From an optimization exercise on the open Yosys and OpenROAD flow, aimed at small area; shortcuts taken in it are not production practice. Function was checked by simulation only, so behaviour that the tests miss may differ from the original. No driver is modelled on the clock port, so clock power and skew are understated where the tree is cut down; a real chip needs a root buffer or a tree. Power is estimated from default activity; no workload was simulated.

==> 12-25: inputs <==
Design program_loader_top, start of the top module:
module program_loader_top (
   input  logic        clk,
   input  logic        reset,
   input  logic        rx,
   output logic        in_execution,
   output logic        instr_valid,
   output logic        program_done,
   output logic [7:0]  instr_pc,
   output logic [31:0] instr_data
);
   logic                   byte_valid;
   loader_pkg::byte_t      rx_byte;
   logic                   in_stop;
   loader_pkg::word_addr_t word_count;
   loader_pkg::word_addr_t phase;
   logic [TAP_POINTS-1:0]  tap_hot;
   logic [TAP_SPACING-1:0] fine_hot;
   logic [INS_POINTS*4-1:0] ins_enable;
   loader_pkg::byte_t      ins_byte;
   uart_rx uart_rx_inst (
      .clk        (clk),
      .reset      (reset),
      .rx         (rx),
      .byte_valid (byte_valid),
      .rx_byte    (rx_byte),
      .in_stop    (in_stop)
   );
   instruction_loader instruction_loader_inst (
      .clk          (clk),
      .reset        (reset),
      .byte_valid   (byte_valid),
      .rx_byte      (rx_byte),
      .phase        (phase),
      .in_execution (in_execution),
      .word_count   (word_count),
      .ins_enable   (ins_enable),
      .ins_byte     (ins_byte)
   );
   instruction_memory instruction_memory_inst (
      .clk        (clk),
      .ins_enable (ins_enable),
      .ins_byte   (ins_byte),
      .tap_hot    (tap_hot),
      .fine_hot   (fine_hot),
      .read_data  (instr_data)
   );
   instruction_fetch instruction_fetch_inst (
      .clk          (clk),
      .reset        (reset),
      .in_execution (in_execution),
      .in_stop      (in_stop),
      .byte_valid   (byte_valid),
      .word_count   (word_count),
      .phase        (phase),
      .tap_hot      (tap_hot),
      .fine_hot     (fine_hot),
      .instr_valid  (instr_valid),
      .program_done (program_done),
      .instr_pc     (instr_pc)
   );
endmodule
export LEC_CHECK = 0
export CAP_MARGIN = 20
export CORE_MARGIN = 2
export CORE_UTILIZATION = 60
export CTS_CLUSTER_DIAMETER = 100
export CTS_CLUSTER_SIZE = 32
export PLACE_DENSITY = 0.7
export SLEW_MARGIN = 20
export SYNTH_HIERARCHICAL = 1
export SYNTH_MEMORY_MAX_BITS = 65536
create_clock -name core_clock -period 8.0 [get_ports {clk}]
standard.sh (not shown) runs the stock make flow with config.mk's settings and CLKGATE_MAP_FILE= SYNTH_SCRIPT=/design/flow/synth_recipe.tcl, a recipe that flattens the netlist after the stock synthesis.
==> flow/flow/run.sh <==
#!/bin/bash
# The standard layout with three changes to how it is made:
#  - clock tree synthesis without dummy loads, with leaf clusters of up to
#    32 sinks within 100 um;
#  - after it, the tree's leaf buffers and the buffers driving them become
#    inverters, two per clock path (flow/invtree.tcl, run as the CTS step's
#    POST_CTS_TCL hook), the slowest of them sized up to inv_16;
#  - the port buffers that placement adds are buf_1 cells.
# Each step's full output goes to a log file of its own in this folder.
set -euo pipefail

HERE=$(pwd)
CTS="-sink_clustering_enable -repair_clock_nets -sink_clustering_size 32 -sink_clustering_max_diameter 100 -dont_use_dummy_load"
PORTS="-buffer_cell sky130_fd_sc_hd__buf_1"

bash standard.sh synth > synth.log 2>&1
bash standard.sh "CTS_ARGS=$CTS" "BUFFER_PORTS_ARGS=$PORTS" "POST_CTS_TCL=$HERE/flow/invtree.tcl" finish > layout.log 2>&1
test -f out/final.def
==> flow/flow/invtree.tcl <==
# Run by the CTS step after its own repair (POST_CTS_TCL). The clock tree's
# leaf buffers (those driving flip-flops) and the buffers one level above
# them (those driving only leaf buffers) are replaced by inverters: inv_12
# is smaller than clkbuf_16 and drives a leaf cluster with a sharper edge.
# The slowest of them are then sized up to inv_16 (see the end).
# Every flip-flop's clock then passes exactly two inverters more than
# before, so its polarity is unchanged. If any leaf is not driven by such a
# buffer, the tree is left as it is.
proc is_clkbuf {inst} {
  string match sky130_fd_sc_hd__clkbuf_* [get_property $inst ref_name]
}
proc loads_of {inst} {
  set op [get_pins -of_objects $inst -filter "direction==output"]
  set net [get_nets -of_objects $op]
  return [get_cells -of_objects [get_pins -of_objects $net -filter "direction==input"]]
}
proc driver_of {inst} {
  set ip [get_pins -of_objects $inst -filter "direction==input"]
  return [get_cells -of_objects [get_pins -of_objects [get_nets -of_objects $ip] -filter "direction==output"]]
}

set leaves {}
set others {}
foreach inst [get_cells -hierarchical *] {
  if {![is_clkbuf $inst]} continue
  set allbuf 1
  foreach c [loads_of $inst] { if {![is_clkbuf $c]} { set allbuf 0; break } }
  if {$allbuf} { lappend others $inst } else { lappend leaves $inst }
}
set is_leaf [dict create]
foreach l $leaves { dict set is_leaf [get_full_name $l] 1 }
set pre {}
set is_pre [dict create]
foreach inst $others {
  set allleaf 1
  foreach c [loads_of $inst] { if {![dict exists $is_leaf [get_full_name $c]]} { set allleaf 0; break } }
  if {$allleaf} { lappend pre $inst; dict set is_pre [get_full_name $inst] 1 }
}
set bad 0
foreach l $leaves {
  set d [driver_of $l]
  if {$d eq "" || ![dict exists $is_pre [get_full_name $d]]} { incr bad }
  foreach c [loads_of $l] { if {[is_clkbuf $c]} { incr bad } }
}
puts "invtree: [llength $leaves] leaf and [llength $pre] pre-leaf buffers, $bad misfits"

proc to_inverter {inst cell} {
  set block [ord::get_db_block]
  set master [[ord::get_db] findMaster $cell]
  set old [$block findInst [get_full_name $inst]]
  set name [$old getName]
  set in [[$old findITerm A] getNet]
  set out [[$old findITerm X] getNet]
  set loc [$old getLocation]
  odb::dbInst_destroy $old
  set new [odb::dbInst_create $block $master $name]
  $new setLocation [lindex $loc 0] [lindex $loc 1]
  $new setPlacementStatus PLACED
  [$new findITerm A] connect $in
  [$new findITerm Y] connect $out
}

if {$bad == 0 && [llength $leaves] > 0} {
  foreach l $leaves { to_inverter $l sky130_fd_sc_hd__inv_12 }
  foreach p $pre { to_inverter $p sky130_fd_sc_hd__inv_12 }
  global_connect
  detailed_placement
  check_placement -verbose
  puts "invtree: replaced by inverters"
} else {
  puts "invtree: tree left unchanged"
}

proc pin_slew {pin} {
  set w 0
  foreach e {rise fall} { set s [get_property $pin slew_max_$e]; if {$s > $w} { set w $s } }
  return $w
}
proc worst_load_slew {inst} {
  set op [get_pins -of_objects $inst -filter "direction==output"]
  set net [get_nets -of_objects $op]
  set w 0
  foreach p [get_pins -of_objects $net -filter "direction==input"] { set s [pin_slew $p]; if {$s > $w} { set w $s } }
  return $w
}
if {$bad == 0 && [llength $leaves] > 0} {
  set block [ord::get_db_block]
  estimate_parasitics -placement
  set np 0
  foreach p $pre {
    set i [get_cells [get_full_name $p]]
    if {[worst_load_slew $i] > 0.30} { replace_cell $i sky130_fd_sc_hd__inv_16; incr np }
  }
  estimate_parasitics -placement
  set nl 0
  foreach l $leaves {
    set i [get_cells [get_full_name $l]]
    if {[worst_load_slew $i] > 0.115} { replace_cell $i sky130_fd_sc_hd__inv_16; incr nl }
  }
  detailed_placement
  estimate_parasitics -placement
  set w 0
  foreach l $leaves { set s [worst_load_slew [get_cells [get_full_name $l]]]; if {$s > $w} { set w $s } }
  puts "invtree: sized up $np pre-leaf and $nl leaf inverters; worst clock pin slew $w"
}
==> 10-03 (differences from 12-25) <==
==> flow/run.sh (new file) <==
#!/bin/bash
# synth_recipe.tcl (not shown) runs the flow's synth.tcl, then flattens the netlist and writes it again
# the make line also repeats each setting of config.mk as NAME=value (left out here)
make -C /OpenROAD-flow-scripts/flow DESIGN_CONFIG=/design/flow/config.mk WORK_HOME=/design/flow/orfs CLKGATE_MAP_FILE= SYNTH_SCRIPT=/design/flow/synth_recipe.tcl finish
removed: flow/flow/run.sh
removed: flow/flow/invtree.tcl
removed: flow/standard.sh
==> results by group <==
Outcome
  – Outcome: no timing/DRC/antenna violations

Setup path
  – Path depth of the worst reg2reg path: 14

STA
  – Worst-margin pin slew: ~1300 ps

Power
  – Sequential Power Share: just over 70%
  – Power density over the cells: 306.7 nW/µm²

Drt
  – Routed wl met2: roughly 130 mm

Finish
  – Inverters: around 340
  – Fill count: between 20000 and 25000
That was 12-25.
==> results by group <==
Outcome
  – Outcome: no timing/DRC/antenna violations

Drt
  – Routed wl met2: about 130 mm

Setup path
  – Path depth of the worst reg2reg path: 13

STA
  – Worst-margin pin slew: approximately 1100 ps

Power
  – Power density over the cells: around 320 nW/µm²
That was 10-03.
In 12-25 the design's own scripts or RTL, not TritonCTS, make the clock network.

-- afterwards: timing with drivers on the ports --
No port has a modelled driver above. Below, the same layouts with a new extraction and two added sets of constraints.
Step 1 sets driving cells, clkbuf_16 on the clock port and buf_2 on the other inputs (assumed; they add their load-dependent delay and slew).
Step 2, shift: input delay + t, output delay - t, t = (earliest + latest rising clock arrival at the registers) / 2. This alone moves slack from input paths to output paths.
Three values: no drivers, after step 1, after step 2; two values: the first two.
run	t (ns)	slack for setup (ns)	slew at the worst register clock pin (ns)	pins driven straight from the clock port
12-25	1.038	1.217 / 1.128 / 2.166	0.12 / 0.12	1
10-03	1.028	1.048 / 0.950 / 1.978	0.12 / 0.12	1
After both steps every run listed still meets setup and hold.
